Context: an optimization exercise on an open-source flow, tuned for small area. The choices shown serve that exercise and are no tape-out recipe.
In this exercise RTL edits were held to simulation tests only and were not proved equivalent to the original.

## north
==> flow/design.v <==
package cachePkg;
    typedef logic [31:0] word_t;
    typedef logic [31:0] addr_t;
    typedef logic [25:0] tag_t;    
    typedef logic [2:0] index_t;   
    typedef struct packed {
        logic ren;
        logic wen;
        addr_t addr;
        word_t store;
    } cpuReq_t;
    typedef struct packed {
        logic hit;       
        word_t load;
    } cpuResp_t;
    typedef struct packed {
        logic ren;
        logic wen;
        addr_t addr;
        word_t store;
    } memReq_t;
    typedef struct packed {
        logic busy;      
        word_t load;
    } memResp_t;
    typedef enum logic [2:0] {
        compareTag,
        writeBack0,
        writeBack1,
        allocate0,
        allocate1
    } ctrlState_t;
endpackage
`timescale 1ns/1ns
module dcache (
    input  logic        CLK,
    input  logic        nRST,
    input  logic        cpu_ren,
    input  logic        cpu_wen,
    input  logic [31:0] cpu_addr,
    input  logic [31:0] cpu_store,
    output logic        cpu_hit,
    output logic [31:0] cpu_load,
    output logic        mem_ren,
    output logic        mem_wen,
    output logic [31:0] mem_addr,
    output logic [31:0] mem_store,
    input  logic        mem_busy,
    input  logic [31:0] mem_load
);
    localparam logic [3:0] S_CMP = 4'd0;    
    localparam logic [3:0] S_VIC = 4'd1;    
    localparam logic [3:0] S_WB0 = 4'd2;    
    localparam logic [3:0] S_WBW = 4'd3;    
    localparam logic [3:0] S_WB1 = 4'd4;    
    localparam logic [3:0] S_RD0 = 4'd5;    
    localparam logic [3:0] S_FW0 = 4'd6;    
    localparam logic [3:0] S_RD1 = 4'd7;    
    localparam logic [3:0] S_FW1 = 4'd8;    
    localparam logic [3:0] S_TAG = 4'd9;    
    logic [3:0]  state;
    logic [4:0]  t;
    logic        seen;       
    logic        vway;       
    logic        wbWord;     
    logic [25:0] atag;       
    logic [31:0] buffer;     
    logic [25:0] tags  [16];
    logic [15:0] valid;
    logic [15:0] dirty;
    logic [7:0]  lru;
    logic [31:0] words [32];
    logic [25:0] reqTag;
    logic [2:0]  reqIndex;
    logic        reqWord;
    logic        request;
    assign reqTag = cpu_addr[31:6];
    assign reqIndex = cpu_addr[5:3];
    assign reqWord = cpu_addr[2];
    assign request = cpu_ren || cpu_wen;
    logic [25:0] tagOut;
    logic        validOut;
    logic        dirtyOut;
    logic        lruOut;
    logic [31:0] wordOut;
    assign tagOut = tags[15];
    assign validOut = valid[15];
    assign dirtyOut = dirty[15];
    assign lruOut = lru[7];
    assign wordOut = words[31];
    logic setHere;       
    logic missNow;
    logic vicNow;
    logic tagWrite;      
    logic [25:0] newTag;
    logic victimHere;    
    logic fill;
    logic lineMatch;
    logic hit;
    logic fillOther;
    logic writeData;
    logic [31:0] newWord;
    assign setHere = (t[2:0] == reqIndex);
    assign victimHere = setHere && (t[3] == vway);
    assign fillOther = (state == S_FW0) && victimHere && (t[4] != reqWord);
    assign fill = (state == S_FW1) && victimHere && (t[4] == reqWord);
    assign missNow = (state == S_CMP) && request && setHere && !lineMatch && seen;
    assign vicNow = (missNow && (t[3] == lruOut)) || ((state == S_VIC) && victimHere);
    assign tagWrite = (vicNow && !(validOut && dirtyOut)) || ((state == S_TAG) && victimHere);
    assign newTag = tagWrite ? reqTag : tagOut;
    assign lineMatch = fill || (validOut && (tagOut == reqTag));
    assign hit = request && setHere && lineMatch && (t[4] == reqWord);
    assign writeData = fillOther || fill || (hit && cpu_wen);
    logic takeStore;
    assign takeStore = cpu_wen && !fillOther;
    assign newWord = ({32{!writeData}} & wordOut)
                   | ({32{writeData && takeStore}} & cpu_store)
                   | ({32{writeData && !takeStore}} & buffer);
    assign cpu_hit = hit;
    assign cpu_load = newWord;
    always_ff @(posedge CLK) begin
        words[0] <= newWord;
        for (int i = 1; i < 32; i++) words[i] <= words[i-1];
        tags[0] <= newTag;
        for (int i = 1; i < 16; i++) tags[i] <= tags[i-1];
        dirty <= {dirty[14:0], (hit && cpu_wen) || (!fill && dirtyOut)};
    end
    always_ff @(posedge CLK, negedge nRST) begin
        if (!nRST) begin
            valid <= '0;
            lru <= '0;
        end else begin
            valid <= {valid[14:0], fill || (validOut && !tagWrite)};
            lru <= {lru[6:0], hit ? !t[3] : lruOut};
        end
    end
    logic memDone;
    assign memDone = !mem_busy;
    always_ff @(posedge CLK, negedge nRST) begin
        if (!nRST) begin
            state <= S_CMP;
            t <= '0;
            seen <= 1'b0;
        end else begin
            t <= t + 5'd1;
            seen <= 1'b0;
            case (state)
                S_CMP: begin
                    if (request) begin
                        seen <= setHere ? !lineMatch && !seen : seen;
                        if (missNow) begin
                            state <= !vicNow ? S_VIC : (validOut && dirtyOut) ? S_WB0 : S_RD0;
                        end
                    end
                end
                S_VIC: begin
                    if (vicNow) begin
                        state <= (validOut && dirtyOut) ? S_WB0 : S_RD0;
                    end
                end
                S_WB0: begin
                    if (memDone) state <= (victimHere && t[4] != wbWord) ? S_WB1 : S_WBW;
                end
                S_WBW: begin
                    if (victimHere && t[4] != wbWord) state <= S_WB1;
                end
                S_WB1: begin
                    if (memDone) state <= S_TAG;
                end
                S_TAG: begin
                    if (victimHere) state <= S_RD0;
                end
                S_RD0: begin
                    if (memDone) state <= S_FW0;
                end
                S_FW0: begin
                    if (fillOther) state <= memDone ? S_FW1 : S_RD1;
                end
                S_RD1: begin
                    if (memDone) state <= S_FW1;
                end
                S_FW1: begin
                    if (fill) state <= S_CMP;
                end
                default: state <= S_CMP;
            endcase
        end
    end
    logic takeWord;
    logic takeLoad;
    assign takeWord = vicNow
                   || ((state == S_WBW || (state == S_WB0 && memDone)) && victimHere && t[4] != wbWord);
    assign takeLoad = (state == S_RD0 || state == S_RD1 || fillOther) && memDone;
    always_ff @(posedge CLK) begin
        if (state == S_CMP) begin
            vway <= lruOut;
        end
        if (state == S_CMP || state == S_VIC) begin
            wbWord <= t[4];
        end
        if (vicNow || ((state == S_TAG) && victimHere)) begin
            atag <= newTag;
        end
        if (takeWord || takeLoad) begin
            buffer <= ({32{takeWord}} & wordOut) | ({32{!takeWord}} & mem_load);
        end
    end
    logic writeBack;
    assign writeBack = (state == S_WB0) || (state == S_WB1);
    assign mem_wen = writeBack;
    assign mem_ren = (state == S_RD0) || (state == S_RD1) || fillOther;
    assign mem_addr = {atag, reqIndex,
                       writeBack ? (wbWord ^ (state == S_WB1)) : (reqWord ^ (state == S_RD0)),
                       2'b00};
    assign mem_store = buffer;
endmodule
export LEC_CHECK = 0
export CAP_MARGIN = 20
export CORE_MARGIN = 2
export CORE_UTILIZATION = 60
export PLACE_DENSITY = 0.7
export SLEW_MARGIN = 20
create_clock -name core_clock -period 10.0 [get_ports {CLK}]
standard.sh (not shown) runs the stock make flow with config.mk's settings and CLKGATE_MAP_FILE= SYNTH_SCRIPT=/design/flow/synth_recipe.tcl, a recipe that flattens the netlist after the stock synthesis.
==> flow/flow/run.sh <==
#!/bin/bash
# Standard layout with three changes: after floorplanning, OpenROAD's
# restructure remaps the combinational logic for area; port buffers are the
# smallest buffer; clock tree synthesis adds no dummy loads and uses small
# clusters of clkbuf_8 leaf buffers.
set -euo pipefail
export BUFFER_PORTS_ARGS="-buffer_cell sky130_fd_sc_hd__buf_1"
export CTS_ARGS="-sink_clustering_enable -repair_clock_nets -dont_use_dummy_load -buf_list sky130_fd_sc_hd__clkbuf_8 -sink_clustering_size 20 -sink_clustering_max_diameter 50"
bash standard.sh floorplan > standard_floorplan.log 2>&1
R=orfs/results/$FLOW_PLATFORM/dcache/base
cp $R/2_floorplan.odb $R/2_floorplan_pre_restructure.odb
mkdir -p restructure_work
openroad -no_init -threads ${NUM_CORES:-4} -exit flow/restructure.tcl > restructure.log 2>&1
bash standard.sh finish > standard_finish.log 2>&1
==> flow/flow/restructure.tcl <==
# Remap the combinational logic of the floorplanned design for area.
set plat $::env(FLOW_HOME)/platforms/sky130hd
set lib $plat/lib/sky130_fd_sc_hd__tt_025C_1v80.lib
set r orfs/results/$::env(FLOW_PLATFORM)/dcache/base
read_liberty $lib
read_db $r/2_floorplan_pre_restructure.odb
read_sdc $r/2_floorplan.sdc
source $plat/setRC.tcl
set_dont_use {sky130_fd_sc_hd__probe_p_8 sky130_fd_sc_hd__probec_p_8 sky130_fd_sc_hd__lpflow_*}
report_design_area
report_worst_slack -max
restructure -target area -liberty_file $lib \
  -tielo_port sky130_fd_sc_hd__conb_1/LO -tiehi_port sky130_fd_sc_hd__conb_1/HI \
  -work_dir restructure_work -abc_logfile restructure_abc.log
report_design_area
report_worst_slack -max
write_db $r/2_floorplan.odb
Relative to north, the following input files were edited for south:
Settings: PLACE_DENSITY changed from 0.7 to 0.6; CORE_UTILIZATION changed from 60 to 40.
==> run notes <==
south does worse than north on total power. Overall die area up about 50% in south wrt north. north and south ended up with roughly the same sequential logic power. On worst hold margin, north beats south. Re antenna cell count: north was lower than south. Reported for north and south, post-synthesis xor/xnor area fraction turned out identical to the last digit. north ended up with sky130_fd_sc_hd__nor4b_1 as its cell with the largest stage delay on the worst path; south ended up with sky130_fd_sc_hd__nor4b_2. Of south and north, it is south that has the lower met2 demand-to-capacity share in global routing. south vs north: setup slack of the most critical reg-to-reg path down in south. north → south: design area increased about 1.8%; sequential share of layout area decreased 1.5 points; worst endpoint data arrival time decreased 290 ps.

-- static timing again, ports no longer ideal --
No port has a modelled driver above. Below, the same layouts with a new extraction and two added sets of constraints.
Step 1 sets driving cells, clkbuf_16 on the clock port and buf_2 on the other inputs (assumed; they add their load-dependent delay and slew).
Step 2 also shifts input and output timing later by t, the mid clock arrival at the registers, as if the neighbouring blocks saw the same clock.
a / b / c = ideal ports / drivers / drivers and shift; a / b = the first two.
run | t, ns | setup WS [ns] | worst slew at a driven data input, ns | pins driven straight from the clock port
north | 0.719 | 1.830 / 1.804 / 1.804 | 0.09 | 1
south | 0.736 | 2.118 / 2.092 / 2.092 | 0.08 | 1
After both steps setup and hold are still met in every run listed.
